This is an optimization exercise on Yosys and OpenROAD, whose aim is small area, a short achievable clock period and few clock cycles per item, not a production implementation. Function was checked by simulation only, so behaviour that the tests miss may differ from the original.

==> flow/design.v <==
package rcc_pkg;
  localparam int unsigned QUO_W           = 14;   
  localparam int unsigned DEN_W           = 27;   
  localparam int unsigned NUM_W           = 35;   
  localparam int unsigned A_W             = 22;   
  localparam int unsigned PROD_W          = A_W + QUO_W;
  localparam int unsigned NUM_LANES       = 4;    
  localparam int unsigned STEPS_PER_STAGE = 2;
  localparam int unsigned DIV_STAGES      = QUO_W / STEPS_PER_STAGE;
  localparam int unsigned LATENCY         = DIV_STAGES + 3;
  localparam int unsigned LANE_W          = DEN_W + QUO_W + DEN_W;
  localparam int unsigned LANES_W         = NUM_LANES * LANE_W;
  localparam int unsigned CTL_W           = 3;
  localparam int unsigned REQ_W           = 2 + 3 * 8 + 4 * 14;
  localparam int unsigned RES_W           = 3 * 8 + 4 * 14 + 1;
  localparam logic [QUO_W-1:0] FULL_SCALE = 14'd10000;
  localparam logic [7:0]       BYTE_MAX   = 8'd255;
  localparam logic [DEN_W-1:0] CMYK_DEN   = 27'd100000000;
  localparam logic [DEN_W-1:0] DEN_ONE    = 27'd1;
  localparam logic [QUO_W-1:0] MUL_ONE    = 14'd1;
  localparam logic [1:0] MODE_RGB2CMYK = 2'd0;
  localparam logic [1:0] MODE_RGB2CMY  = 2'd1;
  localparam logic [1:0] MODE_CMYK2RGB = 2'd2;
  localparam logic [1:0] MODE_CMY2RGB  = 2'd3;
endpackage
import rcc_pkg::*;
module rcc_div_stage (
  input  logic               clk_i,
  input  logic               rst_ni,
  input  logic               valid_i,
  input  logic [CTL_W-1:0]   ctl_i,
  input  logic [LANES_W-1:0] lanes_i,
  output logic               valid_o,
  output logic [CTL_W-1:0]   ctl_o,
  output logic [LANES_W-1:0] lanes_o
);
  logic [LANES_W-1:0] lanes_d, lanes_q;
  logic [CTL_W-1:0]   ctl_q;
  logic               valid_q;
  logic [DEN_W:0]     rem_sh;
  logic [DEN_W-1:0]   rem, den;
  logic [QUO_W-1:0]   work;
  logic               ge;
  always_comb begin
    lanes_d = lanes_i;
    rem_sh  = '0;
    rem     = '0;
    den     = '0;
    work    = '0;
    ge      = 1'b0;
    for (int l = 0; l < NUM_LANES; l++) begin
      {rem, work, den} = lanes_i[l*LANE_W +: LANE_W];
      for (int s = 0; s < STEPS_PER_STAGE; s++) begin
        rem_sh = {rem, work[QUO_W-1]};
        ge     = rem_sh >= {1'b0, den};
        if (ge) begin
          rem_sh = rem_sh - {1'b0, den};
        end
        rem  = rem_sh[DEN_W-1:0];
        work = {work[QUO_W-2:0], ge};
      end
      lanes_d[l*LANE_W +: LANE_W] = {rem, work, den};
    end
  end
  always_ff @(posedge clk_i or negedge rst_ni) begin
    if (!rst_ni) begin
      valid_q <= 1'b0;
    end else begin
      valid_q <= valid_i;
    end
  end
  always_ff @(posedge clk_i) begin
    ctl_q   <= ctl_i;
    lanes_q <= lanes_d;
  end
  assign valid_o = valid_q;
  assign ctl_o   = ctl_q;
  assign lanes_o = lanes_q;
endmodule
import rcc_pkg::*;
module rcc_front (
  input  logic               clk_i,
  input  logic               rst_ni,
  input  logic               valid_i,
  input  logic [REQ_W-1:0]   req_i,
  output logic               valid_o,
  output logic [CTL_W-1:0]   ctl_o,
  output logic [LANES_W-1:0] lanes_o
);
  logic [1:0]                      req_type;
  logic [7:0]                      red_in, green_in, blue_in;
  logic [QUO_W-1:0]                cyan_in, magenta_in, yellow_in, black_in;
  logic [7:0]                      rgb_v [3];
  logic [QUO_W-1:0]                cmy_v [3];
  logic [QUO_W-1:0]                inv_v [3];
  logic [7:0]                      mx_d, mx_q;
  logic                            cmy_over, k_over;
  logic [1:0]                      mode_d, mode_q;
  logic                            bad_d, bad_q;
  logic [NUM_LANES-1:0][A_W-1:0]   a_d, a_q;
  logic                            valid_q;
  logic [QUO_W-1:0]                mul_b;
  logic [PROD_W-1:0]               prod [NUM_LANES];
  logic                            kill [NUM_LANES];
  logic [DEN_W-1:0]                den  [NUM_LANES];
  logic [LANES_W-1:0]              lanes_d, lanes_q;
  logic                            valid2_q;
  logic [CTL_W-1:0]                ctl2_q;
  assign {req_type, red_in, green_in, blue_in,
          cyan_in, magenta_in, yellow_in, black_in} = req_i;
  always_comb begin
    rgb_v[0] = red_in;
    rgb_v[1] = green_in;
    rgb_v[2] = blue_in;
    cmy_v[0] = cyan_in;
    cmy_v[1] = magenta_in;
    cmy_v[2] = yellow_in;
    mx_d = (red_in >= green_in) ? red_in : green_in;
    if (blue_in > mx_d) begin
      mx_d = blue_in;
    end
    cmy_over = (cyan_in > FULL_SCALE) || (magenta_in > FULL_SCALE) ||
               (yellow_in > FULL_SCALE);
    k_over   = black_in > FULL_SCALE;
    mode_d = req_type;
    bad_d  = ((mode_d == MODE_CMYK2RGB) && (cmy_over || k_over)) ||
             ((mode_d == MODE_CMY2RGB) && cmy_over);
    for (int l = 0; l < 3; l++) begin
      inv_v[l] = FULL_SCALE - cmy_v[l];
      case (mode_d)
        MODE_RGB2CMYK: a_d[l] = {{(A_W-8){1'b0}}, mx_d - rgb_v[l]};
        MODE_RGB2CMY:  a_d[l] = {{(A_W-8){1'b0}}, BYTE_MAX - rgb_v[l]};
        default:       a_d[l] = {inv_v[l], 8'b0} - {8'b0, inv_v[l]};   
      endcase
    end
    if (mode_d == MODE_RGB2CMYK) begin
      a_d[3] = {{(A_W-8){1'b0}}, BYTE_MAX - mx_d};
    end else begin
      a_d[3] = {{(A_W-QUO_W){1'b0}}, FULL_SCALE - black_in};
    end
  end
  always_comb begin
    case (mode_q)
      MODE_CMYK2RGB: mul_b = a_q[3][QUO_W-1:0];
      MODE_CMY2RGB:  mul_b = MUL_ONE;
      default:       mul_b = FULL_SCALE;
    endcase
    lanes_d = '0;
    for (int l = 0; l < NUM_LANES; l++) begin
      prod[l] = a_q[l] * mul_b;
      case (mode_q)
        MODE_RGB2CMYK: den[l] = (l == 3) ? {{(DEN_W-8){1'b0}}, BYTE_MAX}
                                         : {{(DEN_W-8){1'b0}}, mx_q};
        MODE_RGB2CMY:  den[l] = {{(DEN_W-8){1'b0}}, BYTE_MAX};
        MODE_CMYK2RGB: den[l] = CMYK_DEN;
        default:       den[l] = {{(DEN_W-QUO_W){1'b0}}, FULL_SCALE};
      endcase
      kill[l] = bad_q ||
                ((l == 3) && (mode_q != MODE_RGB2CMYK)) ||
                ((l != 3) && (mode_q == MODE_RGB2CMYK) && (mx_q == 8'd0));
      if (kill[l]) begin
        lanes_d[l*LANE_W +: LANE_W] = {{DEN_W{1'b0}}, {QUO_W{1'b0}}, DEN_ONE};
      end else begin
        lanes_d[l*LANE_W +: LANE_W] =
          {{(DEN_W-(NUM_W-QUO_W)){1'b0}}, prod[l][NUM_W-1:QUO_W],
           prod[l][QUO_W-1:0], den[l]};
      end
    end
  end
  always_ff @(posedge clk_i or negedge rst_ni) begin
    if (!rst_ni) begin
      valid_q  <= 1'b0;
      valid2_q <= 1'b0;
    end else begin
      valid_q  <= valid_i;
      valid2_q <= valid_q;
    end
  end
  always_ff @(posedge clk_i) begin
    mode_q  <= mode_d;
    bad_q   <= bad_d;
    mx_q    <= mx_d;
    a_q     <= a_d;
    ctl2_q  <= {mode_q, bad_q};
    lanes_q <= lanes_d;
  end
  assign valid_o = valid2_q;
  assign ctl_o   = ctl2_q;
  assign lanes_o = lanes_q;
endmodule
import rcc_pkg::*;
module rgb_cmyk_color_converter_core (
  input  logic             clk_i,
  input  logic             rst_ni,
  input  logic             start_i,
  output logic             busy_o,
  input  logic [REQ_W-1:0] req_i,
  output logic             done_o,
  output logic [RES_W-1:0] res_o
);
  logic               fr_valid;
  logic [CTL_W-1:0]   fr_ctl;
  logic [LANES_W-1:0] fr_lanes;
  logic [DIV_STAGES:0]                st_valid;
  logic [DIV_STAGES:0][CTL_W-1:0]     st_ctl;
  logic [DIV_STAGES:0][LANES_W-1:0]   st_lanes;
  logic               done_q;
  logic [RES_W-1:0]   res_d, res_q;
  logic [1:0]         out_mode;
  logic               out_bad;
  logic [QUO_W-1:0]   out_work [NUM_LANES];
  assign busy_o = 1'b0;
  rcc_front u_front (
    .clk_i   (clk_i),
    .rst_ni  (rst_ni),
    .valid_i (start_i && !busy_o),
    .req_i   (req_i),
    .valid_o (fr_valid),
    .ctl_o   (fr_ctl),
    .lanes_o (fr_lanes)
  );
  assign st_valid[0] = fr_valid;
  assign st_ctl[0]   = fr_ctl;
  assign st_lanes[0] = fr_lanes;
  for (genvar g = 0; g < DIV_STAGES; g++) begin : g_div
    rcc_div_stage u_stage (
      .clk_i   (clk_i),
      .rst_ni  (rst_ni),
      .valid_i (st_valid[g]),
      .ctl_i   (st_ctl[g]),
      .lanes_i (st_lanes[g]),
      .valid_o (st_valid[g+1]),
      .ctl_o   (st_ctl[g+1]),
      .lanes_o (st_lanes[g+1])
    );
  end
  assign {out_mode, out_bad} = st_ctl[DIV_STAGES];
  for (genvar l = 0; l < NUM_LANES; l++) begin : g_out
    assign out_work[l] = st_lanes[DIV_STAGES][l*LANE_W + DEN_W +: QUO_W];
  end
  always_comb begin
    res_d    = '0;
    res_d[0] = out_bad;
    case (out_mode)
      MODE_RGB2CMYK: begin
        res_d[56:1] = {out_work[0], out_work[1], out_work[2], out_work[3]};
      end
      MODE_RGB2CMY: begin
        res_d[56:15] = {out_work[0], out_work[1], out_work[2]};
      end
      default: begin
        res_d[80:57] = {out_work[0][7:0], out_work[1][7:0], out_work[2][7:0]};
      end
    endcase
  end
  always_ff @(posedge clk_i or negedge rst_ni) begin
    if (!rst_ni) begin
      done_q <= 1'b0;
    end else begin
      done_q <= st_valid[DIV_STAGES];
    end
  end
  always_ff @(posedge clk_i) begin
    res_q <= res_d;
  end
  assign done_o = done_q;
  assign res_o  = res_q;
endmodule
==> flow/run.sh <==
#!/bin/bash
# synth_recipe.tcl (not shown) runs the flow's synth.tcl, then flattens the netlist and writes it again
# the make line also repeats each setting of config.mk as NAME=value (left out here)
make -C /OpenROAD-flow-scripts/flow DESIGN_CONFIG=/design/flow/config.mk WORK_HOME=/design/flow/orfs CLKGATE_MAP_FILE= SYNTH_SCRIPT=/design/flow/synth_recipe.tcl finish
==> flow/config.mk <==
export PLATFORM = sky130hd
export DESIGN_NAME = rgb_cmyk_color_converter_core
export DESIGN_NICKNAME = rgb_cmyk_color_converter_core
export VERILOG_FILES = /design/flow/design.v
export SDC_FILE = /design/flow/constraint.sdc
export NUM_CORES = 4
export LEC_CHECK = 0
export CAP_MARGIN = 20
export CORE_MARGIN = 2
export CORE_UTILIZATION = 40
export SLEW_MARGIN = 20
==> flow/constraint.sdc <==
create_clock -name core_clock -period 8.0 [get_ports {clk_i}]
set_input_delay 1.6000 -clock core_clock [delete_from_list [all_inputs] [get_ports {clk_i}]]
set_output_delay 1.6000 -clock core_clock [all_outputs]
set_load 0.01 [all_outputs]
==> run notes <==
==> cells by family after synthesis <==
kind of cell             after synthesis  share of synthesized area
buffers and inverters               2162                     0.0557
flip-flops                          1501                      0.203
XOR/XNOR                            1281                     0.0757
adder cells (fa/ha/maj)             2561                      0.262
AO/OA/AOI/OAI                       4276                      0.189
AND/OR/NAND/NOR                     5823                      0.190
other                                  2                  0.0000506
multiplexers                         322                     0.0244
==> what timing repair did <==
item | 4_1_cts | 5_1_grt
setup buffers | 0 | 4
resized for setup | 0 | 11
endpoints found under the setup margin | 0 | 19
==> state kept, by name (all words and copies together) (netlist names) <==
signal / cells
u_front.lanes_q: 153
u_front.valid2_q: 1
u_front.bad_q: 1
u_front.valid_q: 1
done_q: 1
u_front.mode_q: 2
g_div.u_stage.lanes_q: 1142
g_div.u_stage.valid_q: 7
res_q: 81
u_front.ctl2_q: 3
g_div.u_stage.ctl_q: 21
u_front.mx_q: 8
u_front.a_q: 80
==> cell usage after synthesis, types with 34 or more instances <==
library cell     n
nor3b_1         44
a311oi_1        34
nor2_1        1284
mux2i_1         75
o211ai_1       123
xnor2_1        808
o21bai_1       101
and3_1         373
mux2_2         214
a2111oi_0       53
fa_1           905
a211oi_1       214
nand2b_1       190
a31oi_1        133
o21ai_0        943
dfxtp_1       1491
nand4_1        163
nor4_1          91
a31o_2          34
or2_2          102
nand2_1       1963
inv_1         1560
a211o_1         80
or4_1           47
o31a_1          41
o21a_1         191
a21o_1         466
buf_2           67
o2111ai_1       47
clkbuf_1       463
nand4b_1        35
and2_1         399
and4_1          37
xor2_1         473
nor3_1         341
nand3b_1        40
o31ai_1        167
or3_1          116
ha_1          1656
a21boi_0        67
nor2b_1        247
nand3_1        256
a21oi_1       1136
==> worst max-delay path: stages, from the launching register on <==
cell and delay, ns:
dfxtp_1 0.66, o21ai_4 0.18, buf_12 0.23, buf_4 0.22
and2_1 0.19, fa_1 0.53, inv_1 0.05, fa_1 0.53
inv_1 0.05, fa_1 0.52, fa_1 0.44, fa_1 0.54
inv_1 0.05, fa_1 0.52, inv_1 0.04, ha_1 0.33
and2_0 0.26, and3_1 0.22, a211oi_1 0.36, o311ai_0 0.29
buf_4 0.23, a221o_1 0.30, a21oi_1 0.26, o21ai_0 0.11
a21oi_1 0.18, mux2i_1 0.19
==> metrics by stage <==
step	TNS (ns)	std cells	utilization
2_1_floorplan	0	17900	-
3_3_place_gp	0	22700	0.423
3_5_place_dp	0	22700	0.423
4_1_cts	0	23100	0.440
5_1_grt	-0.0128	23100	0.440
6_report	0	23100	0.441
==> final timing paths <==
check | from | cells after the start | slack, ns | endpoint
max | u_front.mode_q[0]$_DFF_P_ | 25 | 0.41 | u_front.lanes_q[194]$_SDFF_PP0_
min | g_div[5].u_stage.lanes_q[102]$_DFF_P_ | 0 | 0.27 | g_div[6].u_stage.lanes_q[104]$_DFF_P_
max reg2reg | u_front.mode_q[0]$_DFF_P_ | 25 | 0.41 | u_front.lanes_q[194]$_SDFF_PP0_
min reg2reg | g_div[5].u_stage.lanes_q[102]$_DFF_P_ | 0 | 0.27 | g_div[6].u_stage.lanes_q[104]$_DFF_P_
max in group asynchronous | rst_ni | 1 | 6.64 | g_div[2].u_stage.valid_q$_DFF_PN0_
min in group asynchronous | rst_ni | 1 | 1.04 | done_q$_DFF_PN0_
==> per-layer routing <==
| metal | GRT usage | share of wire | vias to the layer above | routed length (µm) |
|---|---|---|---|---|
| met2 | 0.339 | 0.44 | 2845 | 179000 |
| li1 | - | - | 62600 | - |
| met4 | 0.0631 | 0.032 | 8 | 12800 |
| met5 | 0 | 0.00014 | - | 55 |
| met1 | 0.292 | 0.48 | 58400 | 192000 |
| met3 | 0.0220 | 0.049 | 568 | 19900 |
==> cell type report <==
class,instances,area share
inverter,1587,0.0367
tap,4950,0.0381
clock buffer,225,0.0306
antenna,7,0.000108
timing repair buffer,425,0.0230
sequential,1501,0.185
multi-input combinational,14300,0.679
clock inverter,104,0.00762
==> impl_results.md <==
* Status: no timing/DRC/antenna violations
* Largest net degree at the start of global routing at 64
* Congestion Overflow GR at 0
* Cell Rows at 223
* Hpwl dp at 319 mm
* Slew @ Worst Pin at 1.06 ns
* Drt initial violations at 7823
* Area delta synth->final at 9.58%
* Vias at 124000
* Total GRT Usage at 0.209
* Syn Area/Cell at 8.27 µm²
* Clock latency (worst-skew pair) at 0.92 ns
* Starting Density at 0.402
* Max_cap viols at 0
* Initial antenna violation count at 23
* Routed WL at 403 mm
* DP Area at 156000 µm²
* Number of port buffers at 166
* Synth async-reset ratio at 0.00666
* CTS Root Cell: clkbuf_16
* Rel. slew slack at 0.273
* Synth top area share at 0.201
* DIE AREA at 376000 µm²
* Fin. max-slew vios at 0
* Synth Warn # at 10
* Final antenna-violating net count at 0
* Startpoint type of the worst setup path: flop
* # setup viols final at 0
* Post-route cell area at 162000 µm²
* Routed len/inst at 17.5 µm
* Most common cell after layout, fill and taps aside: nand2_1
* Vias per cell at 5.40
* Post-Syn Instances at 17900
* Layout cells sized above 1 at 0.0611
* Worst Path Required at 8.78 ns
* Mapped Area at 148000 µm²
* Hold Vio Cnt, Final at 0
* Main synth FF type: dfxtp_1
* Synth area leaders: dfxtp_1, ha_1, fa_1, nand2_1, xnor2_1
* Crit end category: flop
* Fin nets at 20600
* #FFs+latches synth at 1501
* Clk pin slew, worst setup/hold paths at 0.06 ns
* Clock Tree Buf Depth at 4
* Router iterations before antenna repair at 6
* DRC at 0
* GPL Wtd Cong at 0.894
* Clock Skew at 0.0859 ns
* Sink Count at 1501
* WP data arrival at 8.36 ns
* Ports at 168
* First-pass GRT wire length at 645 mm
* Post-synthesis cell type count at 125
* Register area at 30100 µm²
* Hold_buf cts at 0
* Leading cell types in the layout, fill and taps excluded: nand2_1, ha_1, inv_1
* Pre-CTS setup slack at 0.0394 ns
* Min Tclk post-route at 7.59 ns
* Die Y at 613 µm
* WS Path Type: reg -> reg
* H-Tree Depth at 4
* Min setup slack post-route at 0.414 ns
* Fillers at 36800
* CP Max Fanout at 40
* Core box area at 369000 µm²
* Total CTS buffers at 182
* Fin crit share at 0.948
* Area taken by multi-input logic gates at 110000 µm²
* Hold Path Class: reg -> reg
* Number of synthesized flops with an enable pin at 0
* Die X at 613 µm
* CTS tree: yes
* Hold slack at 0.269 ns
* Area leader, netlist: dfxtp_1
* Fmax at 132 MHz
* Post-synthesis sequential area ratio at 0.203
* Vias in the first global route at 120000
Testbench counts, summed over its fixed seeds: cycles 16,080, items 16,000.

==> port drivers added, routing unchanged <==
No port has a modelled driver above. Below, the same layout with a new extraction and two added sets of constraints.
Step 1, drivers: a clkbuf_16 drives clk_i and a buf_2 each remaining input, both assumed.
Step 2, shift: input delay + t, output delay - t, t = (earliest + latest rising clock arrival at the registers) / 2. This alone moves slack from input paths to output paths.
a / b / c = ideal ports / drivers / drivers and shift; a / b = the first two.
shift t [ns]: 0.990
slack for setup (ns): 0.414 / 0.414 / 0.084
hold slack, ns: 0.269 / 0.269 / 0.269
After both steps this run still meets setup and hold. The setup slack of this run moves by 0.000 ns with the drivers and by -0.330 ns with both steps.
